From an optimization exercise on the open Yosys and OpenROAD flow, aimed at small area, a short achievable clock period and few clock cycles per item; shortcuts taken in it are not production practice. Only simulation tests tie the RTL to the original design; equivalence was not proved. Power is estimated from default activity; no workload was simulated.

==> flow/design.v <==
`default_nettype none
package dot_pkg;
  localparam int N_LANES = 4;
  localparam int LANE_W = 8;
  localparam int WORD_W = N_LANES * LANE_W;
  localparam int RES_W = 32;
  localparam int ACC_W = 22;
  localparam int SUM_W = 18;
  localparam int WORD_OFFSET = -87040;
  localparam int VEC_DEPTH = 16;
  localparam int ADDR_W = 4;
endpackage
`default_nettype wire
`default_nettype none
module dp_unit (
  input wire logic clk,
  input wire logic [31:0] act_data,
  input wire logic [31:0] w_word,
  input wire logic enc_load,
  input wire logic cut_vld,
  output logic [17:0] x_out,
  output logic [17:0] y_out
);
  logic [3:0][3:0] one_q;
  logic [3:0][3:0] two_q;
  logic [3:0][3:0] neg_q;
  logic [3:0][3:0] one_d;
  logic [3:0][3:0] two_d;
  logic [3:0][3:0] neg_d;
  for (genvar i = 0; i < 4; i++) begin : g_enc_lane
    for (genvar k = 0; k < 4; k++) begin : g_enc_digit
      logic b2, b1, b0;
      assign b2 = w_word[i*8 + 2*k + 1];
      assign b1 = w_word[i*8 + 2*k];
      if (k == 0) begin : g_lsb
        assign b0 = 1'b0;
      end else begin : g_mid
        assign b0 = w_word[i*8 + 2*k - 1];
      end
      assign one_d[i][k] = b1 ^ b0;
      assign two_d[i][k] = (b2 & ~b1 & ~b0) | (~b2 & b1 & b0);
      assign neg_d[i][k] = b2;
    end
  end
  always_ff @(posedge clk) begin
    if (enc_load) begin
      one_q <= one_d;
      two_q <= two_d;
      neg_q <= neg_d;
    end
  end
  logic [3:0][2:0] ncnt;
  for (genvar k = 0; k < 4; k++) begin : g_ncnt
    assign ncnt[k] = 3'(neg_q[0][k]) + 3'(neg_q[1][k]) + 3'(neg_q[2][k]) + 3'(neg_q[3][k]);
  end
  logic [3:0][3:0][8:0] pp;
  for (genvar i = 0; i < 4; i++) begin : g_pp_lane
    logic [8:0] a1, a2;
    assign a1 = {act_data[i*8 + 7], act_data[i*8 +: 8]};
    assign a2 = {act_data[i*8 +: 8], 1'b0};
    for (genvar k = 0; k < 4; k++) begin : g_pp_digit
      assign pp[i][k] = ({9{one_q[i][k]}} & a1 | {9{two_q[i][k]}} & a2) ^ {9{neg_q[i][k]}};
    end
  end
  logic sb0_1;
  logic cb0_2;
  logic sb0_3;
  logic cb0_4;
  logic sb0_5;
  logic cb0_6;
  logic sb0_7;
  logic cb0_8;
  logic sb0_9;
  logic cb0_10;
  logic sb0_11;
  logic cb0_12;
  logic sb0_13;
  logic cb0_14;
  logic sb0_15;
  logic cb0_16;
  logic sb0_17;
  logic cb0_18;
  logic sb0_19;
  logic cb0_20;
  logic sb0_21;
  logic cb0_22;
  logic sb0_23;
  logic cb0_24;
  logic sb0_25;
  logic cb0_26;
  logic sb0_27;
  logic cb0_28;
  logic sb0_29;
  logic cb0_30;
  logic sb0_31;
  logic cb0_32;
  logic sb0_33;
  logic cb0_34;
  logic sb0_35;
  logic cb0_36;
  logic sb0_37;
  logic cb0_38;
  logic sb0_39;
  logic cb0_40;
  logic sb0_41;
  logic cb0_42;
  logic sb0_43;
  logic cb0_44;
  logic sb0_45;
  logic cb0_46;
  logic sb0_47;
  logic cb0_48;
  logic sb0_49;
  logic cb0_50;
  logic sb0_51;
  logic cb0_52;
  logic sb0_53;
  logic cb0_54;
  logic sb0_55;
  logic cb0_56;
  logic sb0_57;
  logic cb0_58;
  logic sb0_59;
  logic cb0_60;
  logic sb0_61;
  logic cb0_62;
  logic sb0_63;
  logic cb0_64;
  logic sb0_65;
  logic cb0_66;
  logic sb0_67;
  logic cb0_68;
  logic sb0_69;
  logic cb0_70;
  logic sb0_71;
  logic cb0_72;
  logic sb0_73;
  logic cb0_74;
  logic sb0_75;
  logic cb0_76;
  logic sb0_77;
  logic cb0_78;
  logic sb0_79;
  logic cb0_80;
  logic sb0_81;
  logic cb0_82;
  logic sb0_83;
  logic cb0_84;
  logic sb0_85;
  logic cb0_86;
  logic sb0_87;
  logic cb0_88;
  logic sb0_89;
  logic cb0_90;
  logic sb0_91;
  logic cb0_92;
  logic sb1_93;
  logic cb1_94;
  logic sb1_95;
  logic cb1_96;
  logic sb1_97;
  logic cb1_98;
  logic sb1_99;
  logic cb1_100;
  logic sb1_101;
  logic cb1_102;
  logic sb1_103;
  logic cb1_104;
  logic sb1_105;
  logic cb1_106;
  logic sb1_107;
  logic cb1_108;
  logic sb1_109;
  logic cb1_110;
  logic sb1_111;
  logic cb1_112;
  logic sb1_113;
  logic cb1_114;
  logic sb1_115;
  logic cb1_116;
  logic sb1_117;
  logic cb1_118;
  logic sb1_119;
  logic cb1_120;
  logic sb1_121;
  logic cb1_122;
  logic sb1_123;
  logic cb1_124;
  logic sb1_125;
  logic cb1_126;
  logic sb1_127;
  logic cb1_128;
  logic sb1_129;
  logic cb1_130;
  logic sb1_131;
  logic cb1_132;
  logic sb1_133;
  logic cb1_134;
  logic sb1_135;
  logic cb1_136;
  logic sb1_137;
  logic cb1_138;
  logic sb1_139;
  logic cb1_140;
  logic sb1_141;
  logic cb1_142;
  logic sb1_143;
  logic cb1_144;
  logic sb1_145;
  logic cb1_146;
  logic sb1_147;
  logic cb1_148;
  logic sb1_149;
  logic cb1_150;
  logic sb1_151;
  logic cb1_152;
  logic sb1_153;
  logic cb1_154;
  logic sb1_155;
  logic cb1_156;
  logic sb1_157;
  logic cb1_158;
  logic sc0_159;
  logic cc0_160;
  logic sc0_161;
  logic cc0_162;
  logic sc0_163;
  logic cc0_164;
  logic sc0_165;
  logic cc0_166;
  logic sc0_167;
  logic cc0_168;
  logic sc0_169;
  logic cc0_170;
  logic sc0_171;
  logic cc0_172;
  logic sc0_173;
  logic cc0_174;
  logic sc0_175;
  logic cc0_176;
  logic sc0_177;
  logic cc0_178;
  logic sc1_179;
  logic cc1_180;
  logic sc1_181;
  logic cc1_182;
  logic sc1_183;
  logic cc1_184;
  logic sc1_185;
  logic cc1_186;
  logic sc1_187;
  logic cc1_188;
  logic sc1_189;
  logic cc1_190;
  logic sc1_191;
  logic cc1_192;
  logic sc1_193;
  logic cc1_194;
  logic sc1_195;
  logic cc1_196;
  logic sc1_197;
  logic cc1_198;
  logic sc1_199;
  logic cc1_200;
  logic sc1_201;
  logic cc1_202;
  logic sc1_203;
  logic cc1_204;
  logic sc1_205;
  logic cc1_206;
  logic sc1_207;
  logic cc1_208;
  logic sc1_209;
  logic cc1_210;
  logic sc1_211;
  logic cc1_212;
  logic sc1_213;
  logic cc1_214;
  logic sc2_215;
  logic cc2_216;
  logic sc2_217;
  logic cc2_218;
  logic sc2_219;
  logic cc2_220;
  logic sc2_221;
  logic cc2_222;
  logic sc2_223;
  logic cc2_224;
  logic sc2_225;
  logic cc2_226;
  logic sc2_227;
  logic cc2_228;
  logic sc2_229;
  logic cc2_230;
  logic sc2_231;
  logic cc2_232;
  logic sc2_233;
  logic cc2_234;
  logic sc2_235;
  logic cc2_236;
  logic sc2_237;
  logic cc2_238;
  logic sc2_239;
  logic cc2_240;
  logic sc3_241;
  logic cc3_242;
  logic sc3_243;
  logic cc3_244;
  logic sc3_245;
  logic cc3_246;
  logic sc3_247;
  logic cc3_248;
  logic sc3_249;
  logic cc3_250;
  logic sc3_251;
  logic cc3_252;
  logic sc3_253;
  logic cc3_254;
  logic sc3_255;
  logic cc3_256;
  logic sc3_257;
  logic cc3_258;
  logic sc3_259;
  logic cc3_260;
  logic sc3_261;
  logic cc3_262;
  logic sc3_263;
  logic cc3_264;
  logic sc3_265;
  logic cc3_266;
  logic sc3_267;
  logic cc3_268;
  logic sc3_269;
  logic cc3_270;
  assign sb0_1 = pp[0][0][0] ^ pp[1][0][0] ^ pp[2][0][0];
  assign cb0_2 = (pp[0][0][0] & pp[1][0][0]) | (pp[0][0][0] & pp[2][0][0]) | (pp[1][0][0] & pp[2][0][0]);
  assign sb0_3 = pp[0][0][1] ^ pp[1][0][1] ^ pp[2][0][1];
  assign cb0_4 = (pp[0][0][1] & pp[1][0][1]) | (pp[0][0][1] & pp[2][0][1]) | (pp[1][0][1] & pp[2][0][1]);
  assign sb0_5 = pp[0][0][2] ^ pp[0][1][0] ^ pp[1][0][2];
  assign cb0_6 = (pp[0][0][2] & pp[0][1][0]) | (pp[0][0][2] & pp[1][0][2]) | (pp[0][1][0] & pp[1][0][2]);
  assign sb0_7 = pp[1][1][0] ^ pp[2][0][2] ^ pp[2][1][0];
  assign cb0_8 = (pp[1][1][0] & pp[2][0][2]) | (pp[1][1][0] & pp[2][1][0]) | (pp[2][0][2] & pp[2][1][0]);
  assign sb0_9 = pp[3][0][2] ^ pp[3][1][0] ^ ncnt[0][2];
  assign cb0_10 = (pp[3][0][2] & pp[3][1][0]) | (pp[3][0][2] & ncnt[0][2]) | (pp[3][1][0] & ncnt[0][2]);
  assign sb0_11 = pp[0][0][3] ^ pp[0][1][1] ^ pp[1][0][3];
  assign cb0_12 = (pp[0][0][3] & pp[0][1][1]) | (pp[0][0][3] & pp[1][0][3]) | (pp[0][1][1] & pp[1][0][3]);
  assign sb0_13 = pp[1][1][1] ^ pp[2][0][3] ^ pp[2][1][1];
  assign cb0_14 = (pp[1][1][1] & pp[2][0][3]) | (pp[1][1][1] & pp[2][1][1]) | (pp[2][0][3] & pp[2][1][1]);
  assign sb0_15 = pp[3][0][3] ^ pp[3][1][1] ^ ncnt[1][1];
  assign cb0_16 = (pp[3][0][3] & pp[3][1][1]) | (pp[3][0][3] & ncnt[1][1]) | (pp[3][1][1] & ncnt[1][1]);
  assign sb0_17 = pp[0][0][4] ^ pp[0][1][2] ^ pp[0][2][0];
  assign cb0_18 = (pp[0][0][4] & pp[0][1][2]) | (pp[0][0][4] & pp[0][2][0]) | (pp[0][1][2] & pp[0][2][0]);
  assign sb0_19 = pp[1][0][4] ^ pp[1][1][2] ^ pp[1][2][0];
  assign cb0_20 = (pp[1][0][4] & pp[1][1][2]) | (pp[1][0][4] & pp[1][2][0]) | (pp[1][1][2] & pp[1][2][0]);
  assign sb0_21 = pp[2][0][4] ^ pp[2][1][2] ^ pp[2][2][0];
  assign cb0_22 = (pp[2][0][4] & pp[2][1][2]) | (pp[2][0][4] & pp[2][2][0]) | (pp[2][1][2] & pp[2][2][0]);
  assign sb0_23 = pp[3][0][4] ^ pp[3][1][2] ^ pp[3][2][0];
  assign cb0_24 = (pp[3][0][4] & pp[3][1][2]) | (pp[3][0][4] & pp[3][2][0]) | (pp[3][1][2] & pp[3][2][0]);
  assign sb0_25 = pp[0][0][5] ^ pp[0][1][3] ^ pp[0][2][1];
  assign cb0_26 = (pp[0][0][5] & pp[0][1][3]) | (pp[0][0][5] & pp[0][2][1]) | (pp[0][1][3] & pp[0][2][1]);
  assign sb0_27 = pp[1][0][5] ^ pp[1][1][3] ^ pp[1][2][1];
  assign cb0_28 = (pp[1][0][5] & pp[1][1][3]) | (pp[1][0][5] & pp[1][2][1]) | (pp[1][1][3] & pp[1][2][1]);
  assign sb0_29 = pp[2][0][5] ^ pp[2][1][3] ^ pp[2][2][1];
  assign cb0_30 = (pp[2][0][5] & pp[2][1][3]) | (pp[2][0][5] & pp[2][2][1]) | (pp[2][1][3] & pp[2][2][1]);
  assign sb0_31 = pp[3][0][5] ^ pp[3][1][3] ^ pp[3][2][1];
  assign cb0_32 = (pp[3][0][5] & pp[3][1][3]) | (pp[3][0][5] & pp[3][2][1]) | (pp[3][1][3] & pp[3][2][1]);
  assign sb0_33 = pp[0][0][6] ^ pp[0][1][4] ^ pp[0][2][2];
  assign cb0_34 = (pp[0][0][6] & pp[0][1][4]) | (pp[0][0][6] & pp[0][2][2]) | (pp[0][1][4] & pp[0][2][2]);
  assign sb0_35 = pp[0][3][0] ^ pp[1][0][6] ^ pp[1][1][4];
  assign cb0_36 = (pp[0][3][0] & pp[1][0][6]) | (pp[0][3][0] & pp[1][1][4]) | (pp[1][0][6] & pp[1][1][4]);
  assign sb0_37 = pp[1][2][2] ^ pp[1][3][0] ^ pp[2][0][6];
  assign cb0_38 = (pp[1][2][2] & pp[1][3][0]) | (pp[1][2][2] & pp[2][0][6]) | (pp[1][3][0] & pp[2][0][6]);
  assign sb0_39 = pp[2][1][4] ^ pp[2][2][2] ^ pp[2][3][0];
  assign cb0_40 = (pp[2][1][4] & pp[2][2][2]) | (pp[2][1][4] & pp[2][3][0]) | (pp[2][2][2] & pp[2][3][0]);
  assign sb0_41 = pp[3][0][6] ^ pp[3][1][4] ^ pp[3][2][2];
  assign cb0_42 = (pp[3][0][6] & pp[3][1][4]) | (pp[3][0][6] & pp[3][2][2]) | (pp[3][1][4] & pp[3][2][2]);
  assign sb0_43 = pp[3][3][0] ^ ncnt[2][2] ^ ncnt[3][0];
  assign cb0_44 = (pp[3][3][0] & ncnt[2][2]) | (pp[3][3][0] & ncnt[3][0]) | (ncnt[2][2] & ncnt[3][0]);
  assign sb0_45 = pp[0][0][7] ^ pp[0][1][5] ^ pp[0][2][3];
  assign cb0_46 = (pp[0][0][7] & pp[0][1][5]) | (pp[0][0][7] & pp[0][2][3]) | (pp[0][1][5] & pp[0][2][3]);
  assign sb0_47 = pp[0][3][1] ^ pp[1][0][7] ^ pp[1][1][5];
  assign cb0_48 = (pp[0][3][1] & pp[1][0][7]) | (pp[0][3][1] & pp[1][1][5]) | (pp[1][0][7] & pp[1][1][5]);
  assign sb0_49 = pp[1][2][3] ^ pp[1][3][1] ^ pp[2][0][7];
  assign cb0_50 = (pp[1][2][3] & pp[1][3][1]) | (pp[1][2][3] & pp[2][0][7]) | (pp[1][3][1] & pp[2][0][7]);
  assign sb0_51 = pp[2][1][5] ^ pp[2][2][3] ^ pp[2][3][1];
  assign cb0_52 = (pp[2][1][5] & pp[2][2][3]) | (pp[2][1][5] & pp[2][3][1]) | (pp[2][2][3] & pp[2][3][1]);
  assign sb0_53 = pp[3][0][7] ^ pp[3][1][5] ^ pp[3][2][3];
  assign cb0_54 = (pp[3][0][7] & pp[3][1][5]) | (pp[3][0][7] & pp[3][2][3]) | (pp[3][1][5] & pp[3][2][3]);
  assign sb0_55 = ~pp[0][0][8] ^ pp[0][1][6] ^ pp[0][2][4];
  assign cb0_56 = (~pp[0][0][8] & pp[0][1][6]) | (~pp[0][0][8] & pp[0][2][4]) | (pp[0][1][6] & pp[0][2][4]);
  assign sb0_57 = pp[0][3][2] ^ ~pp[1][0][8] ^ pp[1][1][6];
  assign cb0_58 = (pp[0][3][2] & ~pp[1][0][8]) | (pp[0][3][2] & pp[1][1][6]) | (~pp[1][0][8] & pp[1][1][6]);
  assign sb0_59 = pp[1][2][4] ^ pp[1][3][2] ^ ~pp[2][0][8];
  assign cb0_60 = (pp[1][2][4] & pp[1][3][2]) | (pp[1][2][4] & ~pp[2][0][8]) | (pp[1][3][2] & ~pp[2][0][8]);
  assign sb0_61 = pp[2][1][6] ^ pp[2][2][4] ^ pp[2][3][2];
  assign cb0_62 = (pp[2][1][6] & pp[2][2][4]) | (pp[2][1][6] & pp[2][3][2]) | (pp[2][2][4] & pp[2][3][2]);
  assign sb0_63 = ~pp[3][0][8] ^ pp[3][1][6] ^ pp[3][2][4];
  assign cb0_64 = (~pp[3][0][8] & pp[3][1][6]) | (~pp[3][0][8] & pp[3][2][4]) | (pp[3][1][6] & pp[3][2][4]);
  assign sb0_65 = pp[0][1][7] ^ pp[0][2][5] ^ pp[0][3][3];
  assign cb0_66 = (pp[0][1][7] & pp[0][2][5]) | (pp[0][1][7] & pp[0][3][3]) | (pp[0][2][5] & pp[0][3][3]);
  assign sb0_67 = pp[1][1][7] ^ pp[1][2][5] ^ pp[1][3][3];
  assign cb0_68 = (pp[1][1][7] & pp[1][2][5]) | (pp[1][1][7] & pp[1][3][3]) | (pp[1][2][5] & pp[1][3][3]);
  assign sb0_69 = pp[2][1][7] ^ pp[2][2][5] ^ pp[2][3][3];
  assign cb0_70 = (pp[2][1][7] & pp[2][2][5]) | (pp[2][1][7] & pp[2][3][3]) | (pp[2][2][5] & pp[2][3][3]);
  assign sb0_71 = pp[3][1][7] ^ pp[3][2][5] ^ pp[3][3][3];
  assign cb0_72 = (pp[3][1][7] & pp[3][2][5]) | (pp[3][1][7] & pp[3][3][3]) | (pp[3][2][5] & pp[3][3][3]);
  assign sb0_73 = ~pp[0][1][8] ^ pp[0][2][6] ^ pp[0][3][4];
  assign cb0_74 = (~pp[0][1][8] & pp[0][2][6]) | (~pp[0][1][8] & pp[0][3][4]) | (pp[0][2][6] & pp[0][3][4]);
  assign sb0_75 = ~pp[1][1][8] ^ pp[1][2][6] ^ pp[1][3][4];
  assign cb0_76 = (~pp[1][1][8] & pp[1][2][6]) | (~pp[1][1][8] & pp[1][3][4]) | (pp[1][2][6] & pp[1][3][4]);
  assign sb0_77 = ~pp[2][1][8] ^ pp[2][2][6] ^ pp[2][3][4];
  assign cb0_78 = (~pp[2][1][8] & pp[2][2][6]) | (~pp[2][1][8] & pp[2][3][4]) | (pp[2][2][6] & pp[2][3][4]);
  assign sb0_79 = ~pp[3][1][8] ^ pp[3][2][6] ^ pp[3][3][4];
  assign cb0_80 = (~pp[3][1][8] & pp[3][2][6]) | (~pp[3][1][8] & pp[3][3][4]) | (pp[3][2][6] & pp[3][3][4]);
  assign sb0_81 = pp[0][2][7] ^ pp[0][3][5] ^ pp[1][2][7];
  assign cb0_82 = (pp[0][2][7] & pp[0][3][5]) | (pp[0][2][7] & pp[1][2][7]) | (pp[0][3][5] & pp[1][2][7]);
  assign sb0_83 = pp[1][3][5] ^ pp[2][2][7] ^ pp[2][3][5];
  assign cb0_84 = (pp[1][3][5] & pp[2][2][7]) | (pp[1][3][5] & pp[2][3][5]) | (pp[2][2][7] & pp[2][3][5]);
  assign sb0_85 = ~pp[0][2][8] ^ pp[0][3][6] ^ ~pp[1][2][8];
  assign cb0_86 = (~pp[0][2][8] & pp[0][3][6]) | (~pp[0][2][8] & ~pp[1][2][8]) | (pp[0][3][6] & ~pp[1][2][8]);
  assign sb0_87 = pp[1][3][6] ^ ~pp[2][2][8] ^ pp[2][3][6];
  assign cb0_88 = (pp[1][3][6] & ~pp[2][2][8]) | (pp[1][3][6] & pp[2][3][6]) | (~pp[2][2][8] & pp[2][3][6]);
  assign sb0_89 = pp[0][3][7] ^ pp[1][3][7] ^ pp[2][3][7];
  assign cb0_90 = (pp[0][3][7] & pp[1][3][7]) | (pp[0][3][7] & pp[2][3][7]) | (pp[1][3][7] & pp[2][3][7]);
  assign sb0_91 = ~pp[0][3][8] ^ ~pp[1][3][8] ^ ~pp[2][3][8];
  assign cb0_92 = (~pp[0][3][8] & ~pp[1][3][8]) | (~pp[0][3][8] & ~pp[2][3][8]) | (~pp[1][3][8] & ~pp[2][3][8]);
  assign sb1_93 = pp[3][0][0] ^ ncnt[0][0] ^ sb0_1;
  assign cb1_94 = (pp[3][0][0] & ncnt[0][0]) | (pp[3][0][0] & sb0_1) | (ncnt[0][0] & sb0_1);
  assign sb1_95 = pp[3][0][1] ^ ncnt[0][1] ^ cb0_2;
  assign cb1_96 = (pp[3][0][1] & ncnt[0][1]) | (pp[3][0][1] & cb0_2) | (ncnt[0][1] & cb0_2);
  assign sb1_97 = ncnt[1][0] ^ cb0_4 ^ sb0_5;
  assign cb1_98 = (ncnt[1][0] & cb0_4) | (ncnt[1][0] & sb0_5) | (cb0_4 & sb0_5);
  assign sb1_99 = cb0_6 ^ cb0_8 ^ cb0_10;
  assign cb1_100 = (cb0_6 & cb0_8) | (cb0_6 & cb0_10) | (cb0_8 & cb0_10);
  assign sb1_101 = sb0_11 ^ sb0_13 ^ sb0_15;
  assign cb1_102 = (sb0_11 & sb0_13) | (sb0_11 & sb0_15) | (sb0_13 & sb0_15);
  assign sb1_103 = ncnt[1][2] ^ ncnt[2][0] ^ cb0_12;
  assign cb1_104 = (ncnt[1][2] & ncnt[2][0]) | (ncnt[1][2] & cb0_12) | (ncnt[2][0] & cb0_12);
  assign sb1_105 = cb0_14 ^ cb0_16 ^ sb0_17;
  assign cb1_106 = (cb0_14 & cb0_16) | (cb0_14 & sb0_17) | (cb0_16 & sb0_17);
  assign sb1_107 = sb0_19 ^ sb0_21 ^ sb0_23;
  assign cb1_108 = (sb0_19 & sb0_21) | (sb0_19 & sb0_23) | (sb0_21 & sb0_23);
  assign sb1_109 = ncnt[2][1] ^ cb0_18 ^ cb0_20;
  assign cb1_110 = (ncnt[2][1] & cb0_18) | (ncnt[2][1] & cb0_20) | (cb0_18 & cb0_20);
  assign sb1_111 = cb0_22 ^ cb0_24 ^ sb0_25;
  assign cb1_112 = (cb0_22 & cb0_24) | (cb0_22 & sb0_25) | (cb0_24 & sb0_25);
  assign sb1_113 = sb0_27 ^ sb0_29 ^ sb0_31;
  assign cb1_114 = (sb0_27 & sb0_29) | (sb0_27 & sb0_31) | (sb0_29 & sb0_31);
  assign sb1_115 = cb0_26 ^ cb0_28 ^ cb0_30;
  assign cb1_116 = (cb0_26 & cb0_28) | (cb0_26 & cb0_30) | (cb0_28 & cb0_30);
  assign sb1_117 = cb0_32 ^ sb0_33 ^ sb0_35;
  assign cb1_118 = (cb0_32 & sb0_33) | (cb0_32 & sb0_35) | (sb0_33 & sb0_35);
  assign sb1_119 = sb0_37 ^ sb0_39 ^ sb0_41;
  assign cb1_120 = (sb0_37 & sb0_39) | (sb0_37 & sb0_41) | (sb0_39 & sb0_41);
  assign sb1_121 = pp[3][3][1] ^ ncnt[3][1] ^ cb0_34;
  assign cb1_122 = (pp[3][3][1] & ncnt[3][1]) | (pp[3][3][1] & cb0_34) | (ncnt[3][1] & cb0_34);
  assign sb1_123 = cb0_36 ^ cb0_38 ^ cb0_40;
  assign cb1_124 = (cb0_36 & cb0_38) | (cb0_36 & cb0_40) | (cb0_38 & cb0_40);
  assign sb1_125 = cb0_42 ^ cb0_44 ^ sb0_45;
  assign cb1_126 = (cb0_42 & cb0_44) | (cb0_42 & sb0_45) | (cb0_44 & sb0_45);
  assign sb1_127 = sb0_47 ^ sb0_49 ^ sb0_51;
  assign cb1_128 = (sb0_47 & sb0_49) | (sb0_47 & sb0_51) | (sb0_49 & sb0_51);
  assign sb1_129 = pp[3][3][2] ^ ncnt[3][2] ^ cb0_46;
  assign cb1_130 = (pp[3][3][2] & ncnt[3][2]) | (pp[3][3][2] & cb0_46) | (ncnt[3][2] & cb0_46);
  assign sb1_131 = cb0_48 ^ cb0_50 ^ cb0_52;
  assign cb1_132 = (cb0_48 & cb0_50) | (cb0_48 & cb0_52) | (cb0_50 & cb0_52);
  assign sb1_133 = cb0_54 ^ sb0_55 ^ sb0_57;
  assign cb1_134 = (cb0_54 & sb0_55) | (cb0_54 & sb0_57) | (sb0_55 & sb0_57);
  assign sb1_135 = sb0_59 ^ sb0_61 ^ sb0_63;
  assign cb1_136 = (sb0_59 & sb0_61) | (sb0_59 & sb0_63) | (sb0_61 & sb0_63);
  assign sb1_137 = cb0_56 ^ cb0_58 ^ cb0_60;
  assign cb1_138 = (cb0_56 & cb0_58) | (cb0_56 & cb0_60) | (cb0_58 & cb0_60);
  assign sb1_139 = cb0_62 ^ cb0_64 ^ sb0_65;
  assign cb1_140 = (cb0_62 & cb0_64) | (cb0_62 & sb0_65) | (cb0_64 & sb0_65);
  assign sb1_141 = sb0_67 ^ sb0_69 ^ sb0_71;
  assign cb1_142 = (sb0_67 & sb0_69) | (sb0_67 & sb0_71) | (sb0_69 & sb0_71);
  assign sb1_143 = cb0_66 ^ cb0_68 ^ cb0_70;
  assign cb1_144 = (cb0_66 & cb0_68) | (cb0_66 & cb0_70) | (cb0_68 & cb0_70);
  assign sb1_145 = cb0_72 ^ sb0_73 ^ sb0_75;
  assign cb1_146 = (cb0_72 & sb0_73) | (cb0_72 & sb0_75) | (sb0_73 & sb0_75);
  assign sb1_147 = pp[3][2][7] ^ pp[3][3][5] ^ cb0_74;
  assign cb1_148 = (pp[3][2][7] & pp[3][3][5]) | (pp[3][2][7] & cb0_74) | (pp[3][3][5] & cb0_74);
  assign sb1_149 = cb0_76 ^ cb0_78 ^ cb0_80;
  assign cb1_150 = (cb0_76 & cb0_78) | (cb0_76 & cb0_80) | (cb0_78 & cb0_80);
  assign sb1_151 = ~pp[3][2][8] ^ pp[3][3][6] ^ cb0_82;
  assign cb1_152 = (~pp[3][2][8] & pp[3][3][6]) | (~pp[3][2][8] & cb0_82) | (pp[3][3][6] & cb0_82);
  assign sb1_153 = cb0_84 ^ sb0_85 ^ sb0_87;
  assign cb1_154 = (cb0_84 & sb0_85) | (cb0_84 & sb0_87) | (sb0_85 & sb0_87);
  assign sb1_155 = pp[3][3][7] ^ cb0_86 ^ cb0_88;
  assign cb1_156 = (pp[3][3][7] & cb0_86) | (pp[3][3][7] & cb0_88) | (cb0_86 & cb0_88);
  assign sb1_157 = ~pp[3][3][8] ^ cb0_90 ^ sb0_91;
  assign cb1_158 = (~pp[3][3][8] & cb0_90) | (~pp[3][3][8] & sb0_91) | (cb0_90 & sb0_91);
  assign sc0_159 = cut_q[22] ^ cut_q[23];
  assign cc0_160 = cut_q[22] & cut_q[23];
  assign sc0_161 = cut_q[29] ^ cut_q[30] ^ cut_q[31];
  assign cc0_162 = (cut_q[29] & cut_q[30]) | (cut_q[29] & cut_q[31]) | (cut_q[30] & cut_q[31]);
  assign sc0_163 = cut_q[32] ^ cut_q[33];
  assign cc0_164 = cut_q[32] & cut_q[33];
  assign sc0_165 = cut_q[37] ^ cut_q[38] ^ cut_q[39];
  assign cc0_166 = (cut_q[37] & cut_q[38]) | (cut_q[37] & cut_q[39]) | (cut_q[38] & cut_q[39]);
  assign sc0_167 = cut_q[40] ^ cut_q[41] ^ cut_q[42];
  assign cc0_168 = (cut_q[40] & cut_q[41]) | (cut_q[40] & cut_q[42]) | (cut_q[41] & cut_q[42]);
  assign sc0_169 = cut_q[45] ^ cut_q[46] ^ cut_q[47];
  assign cc0_170 = (cut_q[45] & cut_q[46]) | (cut_q[45] & cut_q[47]) | (cut_q[46] & cut_q[47]);
  assign sc0_171 = cut_q[48] ^ cut_q[49];
  assign cc0_172 = cut_q[48] & cut_q[49];
  assign sc0_173 = cut_q[52] ^ cut_q[53] ^ cut_q[54];
  assign cc0_174 = (cut_q[52] & cut_q[53]) | (cut_q[52] & cut_q[54]) | (cut_q[53] & cut_q[54]);
  assign sc0_175 = cut_q[55] ^ cut_q[56];
  assign cc0_176 = cut_q[55] & cut_q[56];
  assign sc0_177 = cut_q[59] ^ cut_q[60] ^ cut_q[61];
  assign cc0_178 = (cut_q[59] & cut_q[60]) | (cut_q[59] & cut_q[61]) | (cut_q[60] & cut_q[61]);
  assign sc1_179 = cut_q[11] ^ cut_q[12];
  assign cc1_180 = cut_q[11] & cut_q[12];
  assign sc1_181 = cut_q[16] ^ cut_q[17] ^ cut_q[18];
  assign cc1_182 = (cut_q[16] & cut_q[17]) | (cut_q[16] & cut_q[18]) | (cut_q[17] & cut_q[18]);
  assign sc1_183 = cut_q[19] ^ cut_q[20];
  assign cc1_184 = cut_q[19] & cut_q[20];
  assign sc1_185 = cut_q[24] ^ cut_q[25] ^ cut_q[26];
  assign cc1_186 = (cut_q[24] & cut_q[25]) | (cut_q[24] & cut_q[26]) | (cut_q[25] & cut_q[26]);
  assign sc1_187 = cut_q[27] ^ cut_q[28] ^ sc0_159;
  assign cc1_188 = (cut_q[27] & cut_q[28]) | (cut_q[27] & sc0_159) | (cut_q[28] & sc0_159);
  assign sc1_189 = cut_q[34] ^ cut_q[35] ^ cut_q[36];
  assign cc1_190 = (cut_q[34] & cut_q[35]) | (cut_q[34] & cut_q[36]) | (cut_q[35] & cut_q[36]);
  assign sc1_191 = cc0_160 ^ sc0_161 ^ sc0_163;
  assign cc1_192 = (cc0_160 & sc0_161) | (cc0_160 & sc0_163) | (sc0_161 & sc0_163);
  assign sc1_193 = cut_q[43] ^ cut_q[44] ^ cc0_162;
  assign cc1_194 = (cut_q[43] & cut_q[44]) | (cut_q[43] & cc0_162) | (cut_q[44] & cc0_162);
  assign sc1_195 = cc0_164 ^ sc0_165 ^ sc0_167;
  assign cc1_196 = (cc0_164 & sc0_165) | (cc0_164 & sc0_167) | (sc0_165 & sc0_167);
  assign sc1_197 = cut_q[50] ^ cut_q[51] ^ cc0_166;
  assign cc1_198 = (cut_q[50] & cut_q[51]) | (cut_q[50] & cc0_166) | (cut_q[51] & cc0_166);
  assign sc1_199 = cc0_168 ^ sc0_169 ^ sc0_171;
  assign cc1_200 = (cc0_168 & sc0_169) | (cc0_168 & sc0_171) | (sc0_169 & sc0_171);
  assign sc1_201 = cut_q[57] ^ cut_q[58] ^ cc0_170;
  assign cc1_202 = (cut_q[57] & cut_q[58]) | (cut_q[57] & cc0_170) | (cut_q[58] & cc0_170);
  assign sc1_203 = cc0_172 ^ sc0_173 ^ sc0_175;
  assign cc1_204 = (cc0_172 & sc0_173) | (cc0_172 & sc0_175) | (sc0_173 & sc0_175);
  assign sc1_205 = cut_q[62] ^ cut_q[63] ^ cut_q[64];
  assign cc1_206 = (cut_q[62] & cut_q[63]) | (cut_q[62] & cut_q[64]) | (cut_q[63] & cut_q[64]);
  assign sc1_207 = cc0_174 ^ cc0_176 ^ sc0_177;
  assign cc1_208 = (cc0_174 & cc0_176) | (cc0_174 & sc0_177) | (cc0_176 & sc0_177);
  assign sc1_209 = cut_q[65] ^ cut_q[66] ^ cut_q[67];
  assign cc1_210 = (cut_q[65] & cut_q[66]) | (cut_q[65] & cut_q[67]) | (cut_q[66] & cut_q[67]);
  assign sc1_211 = cut_q[68] ^ cc0_178;
  assign cc1_212 = cut_q[68] & cc0_178;
  assign sc1_213 = cut_q[69] ^ cut_q[70] ^ cut_q[71];
  assign cc1_214 = (cut_q[69] & cut_q[70]) | (cut_q[69] & cut_q[71]) | (cut_q[70] & cut_q[71]);
  assign sc2_215 = cut_q[4] ^ cut_q[5];
  assign cc2_216 = cut_q[4] & cut_q[5];
  assign sc2_217 = cut_q[8] ^ cut_q[9];
  assign cc2_218 = cut_q[8] & cut_q[9];
  assign sc2_219 = cut_q[13] ^ cut_q[14] ^ cut_q[15];
  assign cc2_220 = (cut_q[13] & cut_q[14]) | (cut_q[13] & cut_q[15]) | (cut_q[14] & cut_q[15]);
  assign sc2_221 = cut_q[21] ^ cc1_180 ^ sc1_181;
  assign cc2_222 = (cut_q[21] & cc1_180) | (cut_q[21] & sc1_181) | (cc1_180 & sc1_181);
  assign sc2_223 = cc1_182 ^ cc1_184 ^ sc1_185;
  assign cc2_224 = (cc1_182 & cc1_184) | (cc1_182 & sc1_185) | (cc1_184 & sc1_185);
  assign sc2_225 = cc1_186 ^ cc1_188 ^ sc1_189;
  assign cc2_226 = (cc1_186 & cc1_188) | (cc1_186 & sc1_189) | (cc1_188 & sc1_189);
  assign sc2_227 = cc1_190 ^ cc1_192 ^ sc1_193;
  assign cc2_228 = (cc1_190 & cc1_192) | (cc1_190 & sc1_193) | (cc1_192 & sc1_193);
  assign sc2_229 = cc1_194 ^ cc1_196 ^ sc1_197;
  assign cc2_230 = (cc1_194 & cc1_196) | (cc1_194 & sc1_197) | (cc1_196 & sc1_197);
  assign sc2_231 = cc1_198 ^ cc1_200 ^ sc1_201;
  assign cc2_232 = (cc1_198 & cc1_200) | (cc1_198 & sc1_201) | (cc1_200 & sc1_201);
  assign sc2_233 = cc1_202 ^ cc1_204 ^ sc1_205;
  assign cc2_234 = (cc1_202 & cc1_204) | (cc1_202 & sc1_205) | (cc1_204 & sc1_205);
  assign sc2_235 = cc1_206 ^ cc1_208 ^ sc1_209;
  assign cc2_236 = (cc1_206 & cc1_208) | (cc1_206 & sc1_209) | (cc1_208 & sc1_209);
  assign sc2_237 = cut_q[72] ^ cc1_210 ^ cc1_212;
  assign cc2_238 = (cut_q[72] & cc1_210) | (cut_q[72] & cc1_212) | (cc1_210 & cc1_212);
  assign sc2_239 = cut_q[73] ^ cut_q[74];
  assign cc2_240 = cut_q[73] & cut_q[74];
  assign sc3_241 = cut_q[1] ^ cut_q[2];
  assign cc3_242 = cut_q[1] & cut_q[2];
  assign sc3_243 = cut_q[6] ^ cut_q[7] ^ sc2_215;
  assign cc3_244 = (cut_q[6] & cut_q[7]) | (cut_q[6] & sc2_215) | (cut_q[7] & sc2_215);
  assign sc3_245 = cut_q[10] ^ cc2_216 ^ sc2_217;
  assign cc3_246 = (cut_q[10] & cc2_216) | (cut_q[10] & sc2_217) | (cc2_216 & sc2_217);
  assign sc3_247 = sc1_179 ^ cc2_218 ^ sc2_219;
  assign cc3_248 = (sc1_179 & cc2_218) | (sc1_179 & sc2_219) | (cc2_218 & sc2_219);
  assign sc3_249 = sc1_183 ^ cc2_220 ^ sc2_221;
  assign cc3_250 = (sc1_183 & cc2_220) | (sc1_183 & sc2_221) | (cc2_220 & sc2_221);
  assign sc3_251 = sc1_187 ^ cc2_222 ^ sc2_223;
  assign cc3_252 = (sc1_187 & cc2_222) | (sc1_187 & sc2_223) | (cc2_222 & sc2_223);
  assign sc3_253 = sc1_191 ^ cc2_224 ^ sc2_225;
  assign cc3_254 = (sc1_191 & cc2_224) | (sc1_191 & sc2_225) | (cc2_224 & sc2_225);
  assign sc3_255 = sc1_195 ^ cc2_226 ^ sc2_227;
  assign cc3_256 = (sc1_195 & cc2_226) | (sc1_195 & sc2_227) | (cc2_226 & sc2_227);
  assign sc3_257 = sc1_199 ^ cc2_228 ^ sc2_229;
  assign cc3_258 = (sc1_199 & cc2_228) | (sc1_199 & sc2_229) | (cc2_228 & sc2_229);
  assign sc3_259 = sc1_203 ^ cc2_230 ^ sc2_231;
  assign cc3_260 = (sc1_203 & cc2_230) | (sc1_203 & sc2_231) | (cc2_230 & sc2_231);
  assign sc3_261 = sc1_207 ^ cc2_232 ^ sc2_233;
  assign cc3_262 = (sc1_207 & cc2_232) | (sc1_207 & sc2_233) | (cc2_232 & sc2_233);
  assign sc3_263 = sc1_211 ^ cc2_234 ^ sc2_235;
  assign cc3_264 = (sc1_211 & cc2_234) | (sc1_211 & sc2_235) | (cc2_234 & sc2_235);
  assign sc3_265 = sc1_213 ^ cc2_236 ^ sc2_237;
  assign cc3_266 = (sc1_213 & cc2_236) | (sc1_213 & sc2_237) | (cc2_236 & sc2_237);
  assign sc3_267 = cc1_214 ^ cc2_238 ^ sc2_239;
  assign cc3_268 = (cc1_214 & cc2_238) | (cc1_214 & sc2_239) | (cc2_238 & sc2_239);
  assign sc3_269 = cut_q[75] ^ cut_q[76] ^ cc2_240;
  assign cc3_270 = (cut_q[75] & cut_q[76]) | (cut_q[75] & cc2_240) | (cut_q[76] & cc2_240);
  logic [76:0] cut_q;
  logic [17:0] x_q;
  logic [17:0] y_q;
  always_ff @(posedge clk) begin
      cut_q[0] <= sb1_93;
      cut_q[1] <= sb0_3;
      cut_q[2] <= cb1_94;
      cut_q[3] <= sb1_95;
      cut_q[4] <= sb0_7;
      cut_q[5] <= sb0_9;
      cut_q[6] <= cb1_96;
      cut_q[7] <= sb1_97;
      cut_q[8] <= cb1_98;
      cut_q[9] <= sb1_99;
      cut_q[10] <= sb1_101;
      cut_q[11] <= cb1_100;
      cut_q[12] <= cb1_102;
      cut_q[13] <= sb1_103;
      cut_q[14] <= sb1_105;
      cut_q[15] <= sb1_107;
      cut_q[16] <= cb1_104;
      cut_q[17] <= cb1_106;
      cut_q[18] <= cb1_108;
      cut_q[19] <= sb1_109;
      cut_q[20] <= sb1_111;
      cut_q[21] <= sb1_113;
      cut_q[22] <= sb0_43;
      cut_q[23] <= cb1_110;
      cut_q[24] <= cb1_112;
      cut_q[25] <= cb1_114;
      cut_q[26] <= sb1_115;
      cut_q[27] <= sb1_117;
      cut_q[28] <= sb1_119;
      cut_q[29] <= sb0_53;
      cut_q[30] <= cb1_116;
      cut_q[31] <= cb1_118;
      cut_q[32] <= cb1_120;
      cut_q[33] <= sb1_121;
      cut_q[34] <= sb1_123;
      cut_q[35] <= sb1_125;
      cut_q[36] <= sb1_127;
      cut_q[37] <= cb1_122;
      cut_q[38] <= cb1_124;
      cut_q[39] <= cb1_126;
      cut_q[40] <= cb1_128;
      cut_q[41] <= sb1_129;
      cut_q[42] <= sb1_131;
      cut_q[43] <= sb1_133;
      cut_q[44] <= sb1_135;
      cut_q[45] <= cb1_130;
      cut_q[46] <= cb1_132;
      cut_q[47] <= cb1_134;
      cut_q[48] <= cb1_136;
      cut_q[49] <= sb1_137;
      cut_q[50] <= sb1_139;
      cut_q[51] <= sb1_141;
      cut_q[52] <= sb0_77;
      cut_q[53] <= sb0_79;
      cut_q[54] <= cb1_138;
      cut_q[55] <= cb1_140;
      cut_q[56] <= cb1_142;
      cut_q[57] <= sb1_143;
      cut_q[58] <= sb1_145;
      cut_q[59] <= sb0_81;
      cut_q[60] <= sb0_83;
      cut_q[61] <= cb1_144;
      cut_q[62] <= cb1_146;
      cut_q[63] <= sb1_147;
      cut_q[64] <= sb1_149;
      cut_q[65] <= cb1_148;
      cut_q[66] <= cb1_150;
      cut_q[67] <= sb1_151;
      cut_q[68] <= sb1_153;
      cut_q[69] <= sb0_89;
      cut_q[70] <= cb1_152;
      cut_q[71] <= cb1_154;
      cut_q[72] <= sb1_155;
      cut_q[73] <= cb1_156;
      cut_q[74] <= sb1_157;
      cut_q[75] <= cb0_92;
      cut_q[76] <= cb1_158;
  end
  always_ff @(posedge clk) begin
      x_q[0] <= cut_vld & cut_q[0];
      x_q[1] <= cut_vld & cut_q[3];
      x_q[2] <= cut_vld & cc3_242;
      x_q[3] <= cut_vld & cc3_244;
      x_q[4] <= cut_vld & cc3_246;
      x_q[5] <= cut_vld & cc3_248;
      x_q[6] <= cut_vld & cc3_250;
      x_q[7] <= cut_vld & cc3_252;
      x_q[8] <= cut_vld & cc3_254;
      x_q[9] <= cut_vld & cc3_256;
      x_q[10] <= cut_vld & cc3_258;
      x_q[11] <= cut_vld & cc3_260;
      x_q[12] <= cut_vld & cc3_262;
      x_q[13] <= cut_vld & cc3_264;
      x_q[14] <= cut_vld & cc3_266;
      x_q[15] <= cut_vld & cc3_268;
      x_q[16] <= cut_vld & cc3_270;
      x_q[17] <= cut_vld & 1'b0;
      y_q[0] <= cut_vld & 1'b0;
      y_q[1] <= cut_vld & sc3_241;
      y_q[2] <= cut_vld & sc3_243;
      y_q[3] <= cut_vld & sc3_245;
      y_q[4] <= cut_vld & sc3_247;
      y_q[5] <= cut_vld & sc3_249;
      y_q[6] <= cut_vld & sc3_251;
      y_q[7] <= cut_vld & sc3_253;
      y_q[8] <= cut_vld & sc3_255;
      y_q[9] <= cut_vld & sc3_257;
      y_q[10] <= cut_vld & sc3_259;
      y_q[11] <= cut_vld & sc3_261;
      y_q[12] <= cut_vld & sc3_263;
      y_q[13] <= cut_vld & sc3_265;
      y_q[14] <= cut_vld & sc3_267;
      y_q[15] <= cut_vld & sc3_269;
      y_q[16] <= cut_vld & 1'b0;
      y_q[17] <= cut_vld & 1'b0;
  end
  assign x_out = x_q;
  assign y_out = y_q;
endmodule
`default_nettype wire
`default_nettype none
module weight_buffer (
  input wire logic clk,
  input wire logic wr_en,
  input wire logic [dot_pkg::ADDR_W-1:0] wr_addr,
  input wire logic [dot_pkg::WORD_W-1:0] wr_data,
  input wire logic [dot_pkg::VEC_DEPTH-1:0] rd_sel,
  output logic [dot_pkg::WORD_W-1:0] rd_data
);
  logic [dot_pkg::WORD_W-1:0] mem [dot_pkg::VEC_DEPTH];
  always_ff @(posedge clk) begin
    if (wr_en) begin
      mem[wr_addr] <= wr_data;
    end
  end
  always_comb begin
    rd_data = '0;
    for (int k = 0; k < dot_pkg::VEC_DEPTH; k++) begin
      rd_data = rd_data | (mem[k] & {dot_pkg::WORD_W{rd_sel[k]}});
    end
  end
endmodule
`default_nettype wire
`default_nettype none
module dot_accumulator (
  input wire logic clk,
  input wire logic clear,
  input wire logic [dot_pkg::ADDR_W-1:0] vec_last,
  input wire logic [dot_pkg::SUM_W-1:0] x_in,
  input wire logic [dot_pkg::SUM_W-1:0] y_in,
  output logic signed [dot_pkg::RES_W-1:0] acc
);
  logic [dot_pkg::ACC_W-1:0] acc_q;
  logic [dot_pkg::ACC_W-1:0] acc_init;
  logic [dot_pkg::ACC_W-1:0] x_ext;
  logic [dot_pkg::ACC_W-1:0] y_ext;
  logic [dot_pkg::ACC_W-1:0] s3;
  logic [dot_pkg::ACC_W-1:0] c3;
  assign acc = dot_pkg::RES_W'($signed(acc_q));
  always_comb begin
    acc_init = '0;
    for (int n = 0; n < dot_pkg::VEC_DEPTH; n++) begin
      if (vec_last == dot_pkg::ADDR_W'(n)) begin
        acc_init = dot_pkg::ACC_W'((n + 1) * dot_pkg::WORD_OFFSET);
      end
    end
  end
  assign x_ext = dot_pkg::ACC_W'(x_in);
  assign y_ext = dot_pkg::ACC_W'(y_in);
  assign s3 = acc_q ^ x_ext ^ y_ext;
  assign c3 = (acc_q & x_ext) | (acc_q & y_ext) | (x_ext & y_ext);
  logic [dot_pkg::ACC_W-1:0] pa;
  logic [dot_pkg::ACC_W-1:0] pb;
  logic [dot_pkg::ACC_W-1:0] sum;
  logic [dot_pkg::ACC_W-1:0] gen [6];
  logic [dot_pkg::ACC_W-1:0] prp [6];
  assign pa = s3;
  assign pb = {c3[dot_pkg::ACC_W-2:0], 1'b0};
  always_comb begin
    gen[0] = pa & pb;
    prp[0] = pa ^ pb;
    for (int l = 0; l < 5; l++) begin
      for (int i = 0; i < dot_pkg::ACC_W; i++) begin
        if (i >= (1 << l)) begin
          gen[l+1][i] = gen[l][i] | (prp[l][i] & gen[l][i - (1 << l)]);
          prp[l+1][i] = prp[l][i] & prp[l][i - (1 << l)];
        end else begin
          gen[l+1][i] = gen[l][i];
          prp[l+1][i] = prp[l][i];
        end
      end
    end
    sum = prp[0] ^ {gen[5][dot_pkg::ACC_W-2:0], 1'b0};
  end
  always_ff @(posedge clk) begin
    if (clear) begin
      acc_q <= acc_init;
    end else begin
      acc_q <= sum;
    end
  end
endmodule
`default_nettype wire
`default_nettype none
module dot_ctrl (
  input wire logic clk,
  input wire logic reset,
  input wire logic start,
  input wire logic [dot_pkg::ADDR_W-1:0] vec_last,
  input wire logic act_valid,
  input wire logic w_wr,
  input wire logic [dot_pkg::ADDR_W-1:0] w_addr,
  output logic busy,
  output logic done,
  output logic buf_wr_en,
  output logic [dot_pkg::VEC_DEPTH-1:0] rd_sel,
  output logic enc_load,
  output logic w0_bypass,
  output logic acc_clear,
  output logic cut_vld
);
  logic busy_q;
  logic strm_q;
  logic [dot_pkg::ADDR_W-1:0] cnt_q;
  logic [dot_pkg::ADDR_W-1:0] last_q;
  logic [dot_pkg::VEC_DEPTH-1:0] rsel_q;
  logic [dot_pkg::VEC_DEPTH-1:0] rsel_d;
  logic done_q;
  logic [1:0] vld_q;
  logic [1:0] fin_q;
  logic is_idle;
  logic accept;
  logic finish;
  logic is_last;
  assign is_idle = !busy_q;
  assign accept = act_valid && strm_q;
  assign finish = vld_q[1] && fin_q[1];
  assign busy = busy_q;
  assign done = done_q;
  assign buf_wr_en = w_wr && is_idle;
  assign rd_sel = rsel_q;
  assign enc_load = is_idle || accept;
  assign w0_bypass = is_idle && w_wr && (w_addr == '0);
  assign is_last = (cnt_q == last_q);
  assign acc_clear = start && is_idle;
  assign cut_vld = vld_q[0];
  always_comb begin
    rsel_d = rsel_q;
    if (is_idle) begin
      rsel_d = start ? dot_pkg::VEC_DEPTH'(2) : dot_pkg::VEC_DEPTH'(1);
    end else if (finish) begin
      rsel_d = dot_pkg::VEC_DEPTH'(1);
    end else if (accept) begin
      rsel_d = rsel_q << 1;
    end
  end
  always_ff @(posedge clk) begin
    if (reset) begin
      busy_q <= 1'b0;
      strm_q <= 1'b0;
      cnt_q <= '0;
      rsel_q <= dot_pkg::VEC_DEPTH'(1);
      last_q <= '0;
      done_q <= 1'b0;
      vld_q <= '0;
      fin_q <= '0;
    end else begin
      done_q <= finish;
      vld_q <= {vld_q[0], accept};
      fin_q <= {fin_q[0], accept && is_last};
      rsel_q <= rsel_d;
      if (is_idle) begin
        if (start) begin
          busy_q <= 1'b1;
          strm_q <= 1'b1;
          cnt_q <= '0;
          last_q <= vec_last;
        end
      end else begin
        if (accept) begin
          cnt_q <= cnt_q + 1'b1;
          if (is_last) begin
            strm_q <= 1'b0;
          end
        end
        if (finish) begin
          busy_q <= 1'b0;
        end
      end
    end
  end
endmodule
`default_nettype wire
`default_nettype none
module dot_engine_top (
  input wire logic clk,
  input wire logic reset,
  input wire logic w_wr,
  input wire logic [dot_pkg::ADDR_W-1:0] w_addr,
  input wire logic [dot_pkg::WORD_W-1:0] w_data,
  input wire logic start,
  input wire logic [dot_pkg::ADDR_W-1:0] vec_last,
  input wire logic act_valid,
  input wire logic [dot_pkg::WORD_W-1:0] act_data,
  output logic busy,
  output logic done,
  output logic signed [dot_pkg::RES_W-1:0] result
);
  logic buf_wr_en;
  logic [dot_pkg::VEC_DEPTH-1:0] rd_sel;
  logic [dot_pkg::WORD_W-1:0] rd_data;
  logic acc_clear;
  logic cut_vld;
  logic enc_load;
  logic w0_bypass;
  logic [dot_pkg::WORD_W-1:0] w_next;
  logic [dot_pkg::SUM_W-1:0] x_sum;
  logic [dot_pkg::SUM_W-1:0] y_sum;
  dot_ctrl dot_ctrl_i (
    .clk, .reset, .start, .vec_last, .act_valid, .w_wr, .w_addr,
    .busy, .done, .buf_wr_en, .rd_sel, .enc_load, .w0_bypass, .acc_clear, .cut_vld
  );
  weight_buffer weight_buffer_i (
    .clk, .wr_en(buf_wr_en), .wr_addr(w_addr), .wr_data(w_data),
    .rd_sel, .rd_data
  );
  assign w_next = w0_bypass ? w_data : rd_data;
  dp_unit dp_unit_i (
    .clk, .act_data, .w_word(w_next), .enc_load, .cut_vld, .x_out(x_sum), .y_out(y_sum)
  );
  dot_accumulator dot_accumulator_i (
    .clk, .clear(acc_clear), .vec_last, .x_in(x_sum), .y_in(y_sum), .acc(result)
  );
endmodule
`default_nettype wire
==> flow/flow/run.sh <==
#!/bin/bash
# The standard layout (the standard.sh), except that the buffers that
# buffer_ports puts on every input and output port are buf_1 cells; the
# resizer sizes them up where timing needs it.
set -euo pipefail
bash standard.sh "BUFFER_PORTS_ARGS=-buffer_cell sky130_fd_sc_hd__buf_1" finish > flow_standard.log 2>&1
==> flow/standard.sh <==
#!/bin/bash
# synth_recipe.tcl (not shown) runs the flow's synth.tcl, then flattens the netlist and writes it again
# the make line also repeats each setting of config.mk as NAME=value (left out here)
make -C /OpenROAD-flow-scripts/flow DESIGN_CONFIG=/design/flow/config.mk WORK_HOME=/design/flow/orfs CLKGATE_MAP_FILE= SYNTH_SCRIPT=/design/flow/synth_recipe.tcl "${@:-finish}"
==> flow/config.mk <==
export PLATFORM = sky130hd
export DESIGN_NAME = dot_engine_top
export DESIGN_NICKNAME = dot_engine_top
export VERILOG_FILES = /design/flow/design.v
export SDC_FILE = /design/flow/constraint.sdc
export NUM_CORES = 4
export LEC_CHECK = 0
export CAP_MARGIN = 20
export CORE_MARGIN = 2
export CORE_UTILIZATION = 65
export CTS_CLUSTER_DIAMETER = 80
export CTS_CLUSTER_SIZE = 30
export SETUP_SLACK_MARGIN = 2.6
export SLEW_MARGIN = 20
==> flow/constraint.sdc <==
create_clock -name core_clock -period 5.0 [get_ports {clk}]
set_input_delay 1.0000 -clock core_clock [delete_from_list [all_inputs] [get_ports {clk}]]
set_output_delay 1.0000 -clock core_clock [all_outputs]
set_load 0.01 [all_outputs]
==> flow_summary.ini, run 1 <==
[drt]
drcViolationCount = 0
wl_per_cell_um = 29.98
dr.pass1.iters = 5
via_per_inst = 6.728
first_iter_violations = 2630
vias = 20030
wirelength_mm = 89.26
antenna_left = 0

[placed_design]
dp.cells = 2821
place.gp.congestion = 0.8959
io_buffers = 110
dp_hpwl_mm = 54.62

[final_layout]
syn_to_final_growth_pct = 12.42
seq_area_mm2 = 0.02011
drive_gt1_frac = 0.2005
layout.cells.most_common = edfxtp_1
mostFrequentLayoutCells = edfxtp_1, a22oi_1, dfxtp_1
num-fill-cells = 3112
multi_input_area_mm2 = 0.01144
final_cells = 2977
nets = 2600

[yosys]
yosysTopAreaCellShare = 0.5290
synth_top_family_by_area = compound AO/OA/AOI/OAI gates
yosys.area_share.adder = 0.1060
yosys.area_share.simple = 0.04881
synth_edf_count = 560
yosysSeqAreaShare = 0.6310
yosys_warnings = 6
synth_compound_area_frac = 0.1257
muxShareOfSynthArea = 0.0006691
ys_seq_elements = 722
yosys.area_share.xor_xnor = 0.04822
synth_area_leaders = edfxtp_1, dfxtp_1, fa_1
synth-main-ff-cell = edfxtp_1
synth_cell_types = 65
avgSynthCellArea_um2 = 14.31
synth_fp_nets = 2481
synthCells = 2221
syn_area_mm2 = 0.03179
synth_top_area_cell = edfxtp_1
async_flop_share = 0

[floorplan]
die_area_mm2 = 0.05069
die_x_um = 225.1
ios = 111
placementRows = 81
initial_utilization = 0.6534
fp.dieH_um = 225.1
core_mm2 = 0.04865

[worst_hold_path]
min_from = dp_unit_i.cut_q[0]
whs_endpoint = dp_unit_i.x_q[0]
hold_depth = 1
min_path_type = register to register

[critical_path]
worst-path-max-fanout = 3
reg2reg_slack_ns = 2.23
critPathKind = register to register
crit_path_top_delay_cell = fa_1
critPathLaunchType = register
arrival_ns = 3.37
end_kind = register
path_cells = fa_1 -> ha_2 -> inv_2 -> fa_2 -> nor2b_4 -> o31a_1 -> o211ai_1 -> a211o_1 -> or4_1 -> nand3_1
reg2reg_to = dot_accumulator_i.acc_q[19]
worst_r2r_path_depth = 10
cp_num_buf_inv = 1
slowest_delay_ns = 0.54
cp.required_ns = 5.60
r2r-start = dp_unit_i.x_q[1]
cp_top_family = adder cells

[sta]
timing.fmax_mhz = 360.9
setup_viol = 0
rsz0062_at_grt = yes
clock_skew_ns = 0.04677
finalHoldViolations = 0
fin_crit_ns = 2.771
drv_slew = 0
fin_tns_setup_ns = 0
tightest_slew_ns = 0.9039
min_period_over_period = 0.5542
max-slew-margin-rel = 0.3960

[global_routing]
antenna_found_initial = 2
grt_usage = 0.3535
overflow = 0
grt_max_degree = 49
grt_pass1_wl_mm = 128.4
grt_pass1_vias = 19520

[clock_network]
cts_tree = yes
cts-root-buf = clkbuf_16
cts.sink_count = 722
ctsHoldBuffers = 0
clockBufferDepth = 3
cts_buffers = 31
clk_latency_ns = 0.68
clkTransAtPathRegs_ns = 0.10
htreeDepth = 1

[power]
vdd_ir_drop_max_uv = 356.2
power-per-cell-area_mw_per_mm2 = 453.0
power_leakage_nw = 12.33

[run]
max-cap-violations = 0

[run_status]
status = timing/DRC/antenna clean
## final cells by class
type                    instances  area share
multi-input cells            1197      0.3203
flip-flops and latches        722      0.5626
diodes                          1  0.00007003
well taps                     622     0.02178
repair buffers                259     0.05378
clock buffers                  35     0.02272
repair inverters                1   0.0002101
clock inverters                12    0.004972
inverters                     128     0.01358
## state kept, by name, summed over array words and instances (netlist names), 2 cells and up
register	flops
dp_unit_i.two_q	16
dp_unit_i.neg_q	16
dp_unit_i.x_q	17
dot_ctrl_i.fin_q	2
dp_unit_i.one_q	16
weight_buffer_i.mem	512
dot_ctrl_i.last_q	4
dot_ctrl_i.rsel_q	16
dot_ctrl_i.cnt_q	4
dot_accumulator_i.acc_q	22
dp_unit_i.cut_q	77
dot_ctrl_i.vld_q	2
dp_unit_i.y_q	15
## metal layers
metal | track usage | wire length [µm]
met1 | 0.4685 | 32030
met2 | 0.5853 | 43530
met3 | 0.05332 | 8827
met4 | 0.1596 | 4870
met5 | 0 | 0
## synth_stat cells (4+ instances only)
master,n
o22a_4,4
a211oi_1,4
ha_1,39
xnor2_1,124
o21ai_0,38
and2_1,13
fa_1,144
o22a_1,26
nand2b_1,16
nand3_1,38
a22oi_1,242
nor2b_1,35
nand3b_1,8
nand2_1,84
buf_6,5
buf_4,15
buf_1,6
nor2_1,41
o21a_1,5
o21ai_1,7
dfxtp_1,162
edfxtp_1,560
a221oi_1,65
clkbuf_1,153
xor2_1,51
a22o_1,64
nor3_1,14
inv_1,126
o22ai_1,5
a21oi_1,41
nand4_1,38
## report_power, final
group	leakage, nW	internal (mW)	switching, mW
registers	6.47	7.08	0.444
logic	5.37	2.36	3.13
clock network	0.486	1.28	1.88
## worst register-to-register path, delay by kind of cell (launching register included)
kind	cells	cell delay [ns]
flops	1	0.33
fa+ha+maj	3	1.11
compound gates	3	0.60
buf+inv	1	0.04
simple gates	3	0.64
## logic make-up after synthesis
family	after synthesis
flops	722
compound gates	527
buf+inv	309
simple gates	303
fa+ha+maj	183
xor+xnor	175
mux	2
## what timing repair did
item / in CTS / in global routing
gates cloned: 10 / 1
gates resized for setup: 95 / 41
pin swaps: 52 / 31
buffers inserted: 47 / 50
setup endpoints to repair: 430 / 129
## stage by stage
stage                     utilization  power (mW)  worst slack [ns]  hold WS [ns]  instance area, µm²
after CTS                      0.7225       16.15             2.220        0.4437               35150
after floorplan                     -       11.06             2.003        0.4057               32940
after global placement         0.6848       12.74             1.373        0.4220               33310
after detailed placement       0.6848       12.88             1.326        0.4224               33310
final                          0.7346       16.19             2.229        0.4421               35740
after global routing           0.7346       17.14             2.131        0.4732               35740
## how the worst max path moves through the flow
stage               slack, ns              from                     endpoint  cells after the start
finish                   2.23  dp_unit_i.x_q[1]  dot_accumulator_i.acc_q[19]                     10
global route             2.13  dp_unit_i.x_q[1]  dot_accumulator_i.acc_q[19]                     10
CTS                      2.22  dp_unit_i.x_q[1]  dot_accumulator_i.acc_q[19]                     10
detailed placement       1.33              w_wr           dp_unit_i.two_q[6]                      8
global placement         1.37              w_wr           dp_unit_i.two_q[6]                      8
floorplan                2.00         w_addr[2]    weight_buffer_i.mem[0][0]                      6
Testbench counts, summed over its fixed seeds: cycles 14,859, items 1,280.
==> inputs of run 2 (changes only) <==
--- a/flow/config.mk
+++ b/flow/config.mk
@@ -10,5 +10,5 @@
 export CORE_UTILIZATION = 65
 export CTS_CLUSTER_DIAMETER = 80
 export CTS_CLUSTER_SIZE = 30
-export SETUP_SLACK_MARGIN = 2.6
+export SETUP_SLACK_MARGIN = 2.35
 export SLEW_MARGIN = 20
==> run 2 against run 1 <==
  * Largest cell class unchanged
  * Still clean
  * Non-clock buffer count fell by 49
  * Register-to-register slack got worse by 0.02 ns
  * First-iteration DRC count rose by 1.6%
  * Combinational power rose by 3%
  * Critical endpoint is now weight_buffer_i.mem[2][23]
  * Flip-flop and latch count did not move
  * Largest power group unchanged
  * Worst setup slack got worse by 0.034 ns
  * Via count fell by 2.2%
  * Hold slack improved by 0.0024 ns
  * Die area did not move
  * Clock power fell by 3%
==> flow_summary.ini, run 2 <==
[run_status]
status = timing/DRC/antenna clean

[power]
power-per-cell-area_mw_per_mm2 = 473.3
vdd_ir_drop_max_uv = 413.7
power_leakage_nw = 11.90

[critical_path]
critPathKind = input pin to register
worst-path-max-fanout = 20
worst_r2r_path_depth = 10
critPathLaunchType = input pin
r2r-start = dp_unit_i.x_q[1]
reg2reg_slack_ns = 2.21
end_kind = register
reg2reg_to = dot_accumulator_i.acc_q[19]
startpoint = w_addr[0]
arrival_ns = 3.15
cp.required_ns = 5.34

[yosys]
avgSynthCellArea_um2 = 14.31
yosys.area_share.simple = 0.04881
syn_area_mm2 = 0.03179
synth_top_family_by_area = compound AO/OA/AOI/OAI gates
synth_area_leaders = edfxtp_1, dfxtp_1, fa_1
synth_cell_types = 65
synth_top_area_cell = edfxtp_1
yosys_warnings = 6
synth_edf_count = 560
ys_seq_elements = 722
yosys.area_share.xor_xnor = 0.04822
yosys.area_share.adder = 0.1060
yosysMostFrequentCell = edfxtp_1
synth_commonest_cells = edfxtp_1, a22oi_1, dfxtp_1, clkbuf_1, fa_1
async_flop_share = 0
synth-main-ff-cell = edfxtp_1
synth_compound_area_frac = 0.1257
yosysSeqAreaShare = 0.6310
synth_fp_nets = 2481
synthCells = 2221
yosysTopAreaCellShare = 0.5290
muxShareOfSynthArea = 0.0006691

[placed_design]
io_buffers = 110
pre_cts_slack_ns = 1.451
place.gp.congestion = 0.9152
dp_hpwl_mm = 54.59

[floorplan]
placementRows = 81
core_mm2 = 0.04865
die_x_um = 225.1
die_area_mm2 = 0.05069
fp.dieH_um = 225.1
initial_utilization = 0.6534
ios = 111

[sta]
min_period_over_period = 0.5609
max-slew-margin-rel = 0.2904
fin_tns_setup_ns = 0
whs_ns = 0.4445
setup_viol = 0
fin_crit_ns = 2.805
drv_slew = 0
clock_skew_ns = 0.02908
fin_ws_ns = 2.195
tightest_slew_ns = 1.063
finalHoldViolations = 0
rsz0062_at_grt = yes
timing.fmax_mhz = 356.5

[final_layout]
syn_to_final_growth_pct = 8.006
nets = 2547
largest_register_ffs = 512
reg_top3 = weight_buffer_i.mem x512, dp_unit_i.cut_q x77, dot_accumulator_i.acc_q x22
diodes = 0
max_flop_register = weight_buffer_i.mem
mostFrequentLayoutCells = edfxtp_1, a22oi_1, dfxtp_1
drive_gt1_frac = 0.1000
layout.cells.most_common = edfxtp_1

[clock_network]
ctsHoldBuffers = 0
cts_tree = yes
cts-root-buf = clkbuf_16
cts_buffers = 31
clkTransAtPathRegs_ns = 0.11
cts.sink_count = 722
clk_latency_ns = 0.66
clockBufferDepth = 3
htreeDepth = 1

[global_routing]
overflow = 0
grt_max_degree = 49
antenna_found_initial = 0
grt_usage = 0.3423
grt_pass1_wl_mm = 124.6
grt_pass1_vias = 19000

[drt]
via_per_inst = 6.703
wirelength_mm = 86.29
first_iter_violations = 2673
dr.pass1.iters = 5
antenna_left = 0
vias = 19590
drcViolationCount = 0
wl_per_cell_um = 29.53

[worst_hold_path]
whs_endpoint = dp_unit_i.x_q[0]
hold_depth = 1
min_path_type = register to register
min_from = dp_unit_i.cut_q[0]

[run]
max-cap-violations = 0
run 2: cell counts after synthesis:
No cell type changed its count.
run 2: power breakdown:
group	leakage, nW	total, mW	switching (mW)	internal, mW
sequential	6.47	7.53	0.458	7.07
clock	0.455	3.06	1.88	1.19
combinational	4.97	5.66	3.32	2.34
run 2: cells by family after synthesis:
| family | after synthesis |
|---|---|
| compound gates | 527 |
| flops | 722 |
| simple gates | 303 |
| xor+xnor | 175 |
| mux | 2 |
| buf+inv | 309 |
| fa+ha+maj | 183 |
run 2: worst max-delay path, cell delays in order:
cell             delay (ns)
clkdlybuf4s15_2        0.39
nand2b_1               0.53
nor2_4                 0.80
buf_4                  0.40
run 2: cell type report:
type	count	area, µm²
Clock buffer	32	779.5
Clock inverter	14	161.4
Fill cell	3315	14310
Inverter	128	484.2
Multi-Input combinational cell	1193	10800
Sequential cell	722	20090
Tap cell	622	778.2
Timing Repair Buffer	210	1235
Timing Repair inverter	1	7.507
run 2: stage by stage:
stage	cells	power [mW]	cell area, µm²	utilization
final	2922	16.25	34330	0.7058
after global routing	2922	17.08	34330	0.7058
after CTS	2888	16.30	33950	0.6978
after detailed placement	2821	13.26	32760	0.6734
after global placement	2821	13.13	32760	0.6734
after floorplan	2221	10.86	31890	-
run 2: what timing repair did:
action / CTS / global route
gates resized for setup: 22 / 24
gates cloned: 3 / 1
setup buffers: 18 / 33
hold endpoints to repair: 0 / 0
pin swaps: 17 / 24
setup endpoints to repair: 108 / 160
run 2: worst max-delay path by stage:
stage | depth (start not counted) | endpoint | slack [ns]
6_report | 4 | weight_buffer_i.mem[2][23] | 2.20
5_1_grt | 10 | dot_accumulator_i.acc_q[19] | 2.11
4_1_cts | 10 | dot_accumulator_i.acc_q[19] | 2.21
3_5_place_dp | 3 | weight_buffer_i.mem[0][25] | 1.45
3_3_place_gp | 4 | weight_buffer_i.mem[0][11] | 1.52
2_1_floorplan | 4 | weight_buffer_i.mem[5][0] | 1.97
run 2: layer usage:
layer | global-route usage | vias up | share of wire
met3 | 0.05593 | 179 | 0.092
met1 | 0.4514 | 9971 | 0.37
met2 | 0.5697 | 1100 | 0.49
met5 | 0 | - | 0
met4 | 0.1455 | 0 | 0.049
li1 | - | 8335 | -

what the ideal ports hide:
No port has a modelled driver above. Below, the same layouts with a new extraction and two added sets of constraints.
Step 1, drivers: a clkbuf_16 drives clk and a buf_2 each remaining input, both assumed.
Step 2 moves the port delays by t, midway between the first and last clock arrival at a register: inputs arrive t later, outputs are due t later. That takes back most of the time a late clock gives input paths.
Slacks: ideal / step 1 / step 2; pairs: ideal / step 1.
run | shift t [ns] | setup WS [ns] | worst hold slack (ns) | cell pins on the clock port's net
run 1 | 0.714 | 2.229 / 2.229 / 1.856 | 0.442 / 0.442 / 0.442 | 1
run 2 | 0.704 | 2.195 / 2.206 / 1.521 | 0.444 / 0.444 / 0.444 | 1
After both steps setup and hold are still met in every run listed. For run 2, which loses most, drivers alone change the setup slack by +0.011 ns; drivers and shift together by -0.674 ns.
